Background: an optimization exercise with open tools, aiming at small area, a short achievable clock period and few clock cycles per item. Do not read the settings as production practice.
In this exercise RTL edits were held to simulation tests only and were not proved equivalent to the original.
Power is estimated from default activity; no workload was simulated.

==> job 1039: inputs <==
## data_mem_bank
module data_mem_bank #(
  parameter int ADDR_W    = 8,
  parameter bit INIT_ZERO = 1
) (
  input  logic              clk,
  input  logic              rst_n,
  input  logic              req_valid,
  output logic              req_ready,
  input  logic              req_we,
  input  logic [2:0]        req_funct3,
  input  logic [ADDR_W-1:0] req_addr,
  input  logic [31:0]       req_wdata,
  output logic              resp_valid,
  input  logic              resp_ready,
  output logic [31:0]       resp_rdata,
  output logic              resp_err
);
==> module data_mem_bank, before the edit <==
module data_mem_bank #(
  parameter int ADDR_W    = 8,
  parameter bit INIT_ZERO = 1
) (
  input  logic              clk,
  input  logic              rst_n,
  input  logic              req_valid,
  output logic              req_ready,
  input  logic              req_we,
  input  logic [2:0]        req_funct3,
  input  logic [ADDR_W-1:0] req_addr,
  input  logic [31:0]       req_wdata,
  output logic              resp_valid,
  input  logic              resp_ready,
  output logic [31:0]       resp_rdata,
  output logic              resp_err
);
  localparam int WORDS = 2 ** (ADDR_W - 2);
  logic [31:0] mem [WORDS];
  logic              stall;
  logic              accept;
  logic [ADDR_W-3:0] word_idx;
  logic [1:0]        lane;
  logic [2:0]        f3;
  logic              acc_err;
  logic [3:0]        be;
  logic [31:0]       wd;
  logic [WORDS-1:0]  sel;
  logic [31:0]       rd_word;
  logic              s1_v;
  logic [31:0]       s1_word;
  logic [1:0]        s1_lane;
  logic [2:0]        s1_f3;
  logic              s1_zero;
  logic              s1_err;
  logic [7:0]        rd_byte;
  logic [15:0]       rd_half;
  logic [31:0]       ld_data;
  assign stall      = resp_valid && !resp_ready;
  assign req_ready  = !stall;
  assign accept     = req_valid && !stall;
  assign word_idx   = req_addr[ADDR_W-1:2];
  assign f3         = req_funct3;
  always_comb begin
    acc_err = (f3[1:0] == 2'b11) || (f3 == 3'b110) || (req_we && f3[2]);
    case (f3[1:0])
      2'b10:   lane = 2'b00;
      2'b01:   lane = {req_addr[1], 1'b0};
      default: lane = req_addr[1:0];
    endcase
  end
  always_comb begin
    case (f3[1:0])
      2'b00: begin
        be = 4'b0001 << lane;
        wd = {4{req_wdata[7:0]}};
      end
      2'b01: begin
        be = lane[1] ? 4'b1100 : 4'b0011;
        wd = {2{req_wdata[15:0]}};
      end
      default: begin
        be = 4'b1111;
        wd = req_wdata;
      end
    endcase
    if (acc_err || !req_we) begin
      be = 4'b0000;
    end
  end
  always_comb begin
    for (int w = 0; w < WORDS; w++) begin
      sel[w] = (word_idx == w[ADDR_W-3:0]);
    end
  end
  always_comb begin
    rd_word = 32'h0;
    for (int w = 0; w < WORDS; w++) begin
      rd_word = rd_word | (mem[w] & {32{sel[w]}});
    end
  end
  always_ff @(posedge clk) begin
    for (int w = 0; w < WORDS; w++) begin
      for (int b = 0; b < 4; b++) begin
        if (accept && rst_n && sel[w] && be[b]) begin
          mem[w][b*8 +: 8] <= wd[b*8 +: 8];
        end
      end
    end
  end
  always_ff @(posedge clk or negedge rst_n) begin
    if (!rst_n) begin
      s1_v <= 1'b0;
    end else if (!stall) begin
      s1_v <= req_valid;
    end
  end
  always_ff @(posedge clk) begin
    if (accept) begin
      s1_word <= rd_word;
      s1_lane <= lane;
      s1_f3   <= f3;
      s1_zero <= req_we || acc_err;
      s1_err  <= acc_err;
    end
  end
  always_comb begin
    case (s1_lane)
      2'd0:    rd_byte = s1_word[7:0];
      2'd1:    rd_byte = s1_word[15:8];
      2'd2:    rd_byte = s1_word[23:16];
      default: rd_byte = s1_word[31:24];
    endcase
    rd_half = s1_lane[1] ? s1_word[31:16] : s1_word[15:0];
    case (s1_f3)
      3'b000:  ld_data = {{24{rd_byte[7]}}, rd_byte};
      3'b100:  ld_data = {24'h0, rd_byte};
      3'b001:  ld_data = {{16{rd_half[15]}}, rd_half};
      3'b101:  ld_data = {16'h0, rd_half};
      3'b010:  ld_data = s1_word;
      default: ld_data = 32'h0;
    endcase
    if (s1_zero) begin
      ld_data = 32'h0;
    end
  end
  always_ff @(posedge clk or negedge rst_n) begin
    if (!rst_n) begin
      resp_valid <= 1'b0;
      resp_rdata <= 32'h0;
      resp_err   <= 1'b0;
    end else if (!stall) begin
      resp_valid <= s1_v;
      resp_rdata <= ld_data;
      resp_err   <= s1_err;
    end
  end
endmodule
==> flow/config.mk <==
export PLATFORM = sky130hd
export DESIGN_NAME = data_mem_bank
export DESIGN_NICKNAME = data_mem_bank
export VERILOG_FILES = /design/flow/design.v
export SDC_FILE = /design/flow/constraint.sdc
export NUM_CORES = 4
export LEC_CHECK = 0
export CAP_MARGIN = 20
export CORE_MARGIN = 2
export CORE_UTILIZATION = 60
export SLEW_MARGIN = 20
==> flow/constraint.sdc <==
create_clock -name core_clock -period 4.2 [get_ports {clk}]
set_input_delay 0.8400 -clock core_clock [delete_from_list [all_inputs] [get_ports {clk}]]
set_output_delay 0.8400 -clock core_clock [all_outputs]
set_load 0.01 [all_outputs]
run.sh (not shown) runs the stock make flow with config.mk's settings and CLKGATE_MAP_FILE= SYNTH_SCRIPT=/design/flow/synth_recipe.tcl, a recipe that flattens the netlist after the stock synthesis.
==> inputs of job 6778, as changes to job 1039 <==
==> flow/design.v (replaced) <==
module data_mem_bank #(
  parameter int ADDR_W    = 8,
  parameter bit INIT_ZERO = 1
) (
  input  logic              clk,
  input  logic              rst_n,
  input  logic              req_valid,
  output logic              req_ready,
  input  logic              req_we,
  input  logic [2:0]        req_funct3,
  input  logic [ADDR_W-1:0] req_addr,
  input  logic [31:0]       req_wdata,
  output logic              resp_valid,
  input  logic              resp_ready,
  output logic [31:0]       resp_rdata,
  output logic              resp_err
);
  localparam int WORDS = 2 ** (ADDR_W - 2);
  logic [31:0] mem [WORDS];
  logic              stall;
  logic              resp_empty;
  logic              in_err;
  logic [1:0]        in_lane;
  logic [3:0]        in_be;
  logic [31:0]       in_wd;
  logic              s1_v;
  logic [3:0]        s1_be;
  logic [WORDS-1:0]  s1_sel;
  logic [31:0]       s1_wd;
  logic [1:0]        s1_lane;
  logic [2:0]        s1_f3;
  logic              s1_zero;
  logic              s1_err;
  logic [WORDS-1:0]  sel;
  logic [31:0]       rd_word;
  logic              s2_v;
  logic [31:0]       s2_word;
  logic [1:0]        s2_lane;
  logic [2:0]        s2_f3;
  logic              s2_zero;
  logic              s2_err;
  logic [7:0]        rd_byte;
  logic [15:0]       rd_half;
  logic [31:0]       ld_data;
  assign stall     = !resp_empty && !resp_ready;
  assign req_ready = !resp_valid || resp_ready;
  always_comb begin
    in_err = (req_funct3[1:0] == 2'b11) || (req_funct3 == 3'b110) || (req_we && req_funct3[2]);
    case (req_funct3[1:0])
      2'b10:   in_lane = 2'b00;
      2'b01:   in_lane = {req_addr[1], 1'b0};
      default: in_lane = req_addr[1:0];
    endcase
    case (req_funct3[1:0])
      2'b00: begin
        in_be = 4'b0001 << in_lane;
        in_wd = {4{req_wdata[7:0]}};
      end
      2'b01: begin
        in_be = in_lane[1] ? 4'b1100 : 4'b0011;
        in_wd = {2{req_wdata[15:0]}};
      end
      default: begin
        in_be = 4'b1111;
        in_wd = req_wdata;
      end
    endcase
    if (in_err || !req_we || !req_valid) begin
      in_be = 4'b0000;
    end
  end
  always_ff @(posedge clk or negedge rst_n) begin
    if (!rst_n) begin
      s1_v  <= 1'b0;
      s1_be <= 4'b0000;
    end else if (!stall) begin
      s1_v  <= req_valid;
      s1_be <= in_be;
    end
  end
  always_ff @(posedge clk) begin
    if (!stall) begin
      for (int w = 0; w < WORDS; w++) begin
        s1_sel[w] <= (req_addr[ADDR_W-1:2] == w[ADDR_W-3:0]);
      end
      s1_wd   <= in_wd;
      s1_lane <= in_lane;
      s1_f3   <= req_funct3;
      s1_zero <= req_we || in_err;
      s1_err  <= in_err;
    end
  end
  always_ff @(posedge clk) begin
    for (int w = 0; w < WORDS; w++) begin
      for (int b = 0; b < 4; b++) begin
        if (s1_sel[w] && s1_be[b]) begin
          mem[w][b*8 +: 8] <= s1_wd[b*8 +: 8];
        end
      end
    end
  end
  assign sel = s1_sel;
  logic [31:0] rd_l1_n [WORDS/2];
  logic [31:0] rd_l2   [WORDS/8];
  logic [31:0] rd_l3_n [WORDS/16];
  for (genvar p = 0; p < WORDS / 2; p++) begin : g_l1
    for (genvar k = 0; k < 32/4; k++) begin : g_nib
      dmem_andor2_n u_l1 (
        .a (mem[2*p][4*k +: 4]),   .sa (sel[2*p]),
        .b (mem[2*p+1][4*k +: 4]), .sb (sel[2*p+1]),
        .y_n (rd_l1_n[p][4*k +: 4])
      );
    end
  end
  for (genvar q = 0; q < WORDS / 8; q++) begin : g_l2
    dmem_nand4 u_l2 (
      .a (rd_l1_n[4*q]),   .b (rd_l1_n[4*q+1]),
      .c (rd_l1_n[4*q+2]), .d (rd_l1_n[4*q+3]),
      .y (rd_l2[q])
    );
  end
  for (genvar h = 0; h < WORDS / 16; h++) begin : g_l3
    dmem_nor2 u_l3 (
      .a (rd_l2[2*h]), .b (rd_l2[2*h+1]),
      .y_n (rd_l3_n[h])
    );
  end
  dmem_nand4 u_l4 (
    .a (rd_l3_n[0]), .b (rd_l3_n[1]), .c (rd_l3_n[2]), .d (rd_l3_n[3]),
    .y (rd_word)
  );
  always_ff @(posedge clk or negedge rst_n) begin
    if (!rst_n) begin
      s2_v <= 1'b0;
    end else if (!stall) begin
      s2_v <= s1_v;
    end
  end
  always_ff @(posedge clk) begin
    if (!stall) begin
      s2_word <= rd_word;
      s2_lane <= s1_lane;
      s2_f3   <= s1_f3;
      s2_zero <= s1_zero;
      s2_err  <= s1_err;
    end
  end
  always_comb begin
    case (s2_lane)
      2'd0:    rd_byte = s2_word[7:0];
      2'd1:    rd_byte = s2_word[15:8];
      2'd2:    rd_byte = s2_word[23:16];
      default: rd_byte = s2_word[31:24];
    endcase
    rd_half = s2_lane[1] ? s2_word[31:16] : s2_word[15:0];
    case (s2_f3)
      3'b000:  ld_data = {{24{rd_byte[7]}}, rd_byte};
      3'b100:  ld_data = {24'h0, rd_byte};
      3'b001:  ld_data = {{16{rd_half[15]}}, rd_half};
      3'b101:  ld_data = {16'h0, rd_half};
      3'b010:  ld_data = s2_word;
      default: ld_data = 32'h0;
    endcase
    if (s2_zero) begin
      ld_data = 32'h0;
    end
  end
  always_ff @(posedge clk or negedge rst_n) begin
    if (!rst_n) begin
      resp_valid <= 1'b0;
    end else if (!stall) begin
      resp_valid <= s2_v;
    end
  end
  always_ff @(posedge clk or negedge rst_n) begin
    if (!rst_n) begin
      resp_empty <= 1'b1;
    end else if (!stall) begin
      resp_empty <= !s2_v;
    end
  end
  always_ff @(posedge clk) begin
    if (!stall) begin
      resp_rdata <= ld_data;
      resp_err   <= s2_err;
    end
  end
endmodule
module dmem_andor2_n (
  input  logic [3:0] a,
  input  logic       sa,
  input  logic [3:0] b,
  input  logic       sb,
  output logic [3:0] y_n
);
  assign y_n = ~((a & {4{sa}}) | (b & {4{sb}}));
endmodule
module dmem_nand4 (
  input  logic [31:0] a,
  input  logic [31:0] b,
  input  logic [31:0] c,
  input  logic [31:0] d,
  output logic [31:0] y
);
  assign y = ~(a & b & c & d);
endmodule
module dmem_nor2 (
  input  logic [31:0] a,
  input  logic [31:0] b,
  output logic [31:0] y_n
);
  assign y_n = ~(a | b);
endmodule
--- a/flow/config.mk
+++ b/flow/config.mk
@@ -7,5 +7,10 @@
 export LEC_CHECK = 0
-export CAP_MARGIN = 20
+export CAP_MARGIN = 5
 export CORE_MARGIN = 2
-export CORE_UTILIZATION = 60
-export SLEW_MARGIN = 20
+export CORE_UTILIZATION = 45
+export CTS_CLUSTER_DIAMETER = 100
+export CTS_CLUSTER_SIZE = 30
+export SETUP_SLACK_MARGIN = 1.85
+export SLEW_MARGIN = 5
+export SYNTH_HIERARCHICAL = 1
+export SYNTH_MINIMUM_KEEP_SIZE = 0
==> inputs of job 3548, as changes to job 1039 <==
--- a/flow/design.v
+++ b/flow/design.v
@@ -129,6 +129,8 @@
       resp_valid <= 1'b0;
-      resp_rdata <= 32'h0;
-      resp_err   <= 1'b0;
     end else if (!stall) begin
       resp_valid <= s1_v;
+    end
+  end
+  always_ff @(posedge clk) begin
+    if (!stall) begin
       resp_rdata <= ld_data;
--- a/flow/config.mk
+++ b/flow/config.mk
@@ -10,2 +10,3 @@
 export CORE_UTILIZATION = 60
+export SETUP_SLACK_MARGIN = 1.9
 export SLEW_MARGIN = 20
==> comparison <==
Job 1039 finished with timing, DRC and antenna clean. Job 6778 finished clean. Job 3548 went through all stages and came out clean. Against job 3548, the wire length of job 1039 is higher by about 26%. Against job 3548, the combinational power of job 1039 is smaller by about 15%. Register-to-register slack, lowest first: job 1039, job 6778, job 3548. The lowest design area belongs to job 6778, the highest to job 3548. Hold slack: job 6778 > job 3548 > job 1039. In job 1039 the count of clock-buffer cells in the layout is higher than in job 6778, by 148. First-iteration DRC count: job 1039 > job 3548 > job 6778. Clock skew, lowest first: job 3548, job 1039, job 6778. Against job 1039, the die area of job 3548 is larger by about 5%.
==> figures <==
	job 6778	job 1039	job 3548
Outcome	complete, no violations	complete, no violations	complete, no violations
Sequential fraction of total cell area	75.64%	66.87%	63.45%
Transition time at the pin with the least slew margin	1171 ps	1344 ps	1002 ps
Count of flip-flops with a built-in enable after synthesis	2223	2087	2120
Detailed-route wire length on metal 1	85.94 mm	112.8 mm	103.7 mm
Insertion delay to the later sink of the worst-skew pair	760 ps	880 ps	840 ps
Number of global-route vias before repair	41420	51870	53746
Count of routing violations after the opening detailed-route iteration	5362	13098	8773
Smallest hold slack	368.9 ps	16.81 ps	191.1 ps
Post-route standard cell area excluding fillers	0.08853 mm²	0.09503 mm²	0.1004 mm²
Peak supply drop	0.3552 mV	0.5227 mV	0.4019 mV
Area share of and/or/nand/nor cells after synthesis	5.699%	5.815%	17.05%
Total number of vias	43820	57342	57025
Routability Congestion	0.8605	1.117	0.9422
Sum of met2 wire segment lengths after detailed routing	106.3 mm	146.1 mm	129.7 mm
Most used cell along the critical path	-	buf_4	buf_4
Worst Setup EP	resp_rdata[19]	s1_word[21]$_DFFE_PP_	s1_word[23]$_DFFE_PP_
Origin of the critical flop-to-flop path	s1_sel[28]$_DFFE_PN_	resp_valid$_DFFE_PN0N_	resp_valid$_DFFE_PN0N_
Largest net degree at the start of global routing	65	65	110
Testbench counts of job 1039, summed over its fixed seeds: cycles 177,631, items 160,000.
Testbench counts of job 6778, summed over its fixed seeds: cycles 177,641, items 160,000.
Testbench counts of job 3548, summed over its fixed seeds: cycles 177,631, items 160,000.

port drivers added, routing unchanged:
The results above use ideal ports. As a check the final layouts listed here were re-extracted and re-timed, cells and wires unchanged. Step 1: set_driving_cell puts a clkbuf_16 on clk and a buf_2 on each other input, an assumption about the parent block. Step 2 also shifts input and output timing later by t, the mid clock arrival at the registers, as if the neighbouring blocks saw the same clock. a / b / c = ideal ports / drivers / drivers and shift; a / b = the first two.
| run | shift t [ns] | setup slack, ns | hold WS [ns] | worst setup path at the end | worst slew at a driven data input, ns | cell pins on the clock port's net |
|---|---|---|---|---|---|---|
| job 1039 | 0.947 | 0.396 / 0.449 / -0.498 | 0.017 / -0.030 / 0.447 | input to register | 0.10 | 1 |
| job 6778 | 0.820 | 1.731 / 1.642 / 1.273 | 0.369 / 0.308 / 0.439 | input to register | 0.22 | 1 |
| job 3548 | 0.905 | 1.836 / 1.742 / 0.836 | 0.191 / 0.142 / 0.429 | input to register | 0.21 | 1 |
Met with ideal ports but missed after step 2: setup timing in job 1039. The setup slack of job 3548, which loses most, moves by -0.094 ns with the drivers and by -1.000 ns with both steps.
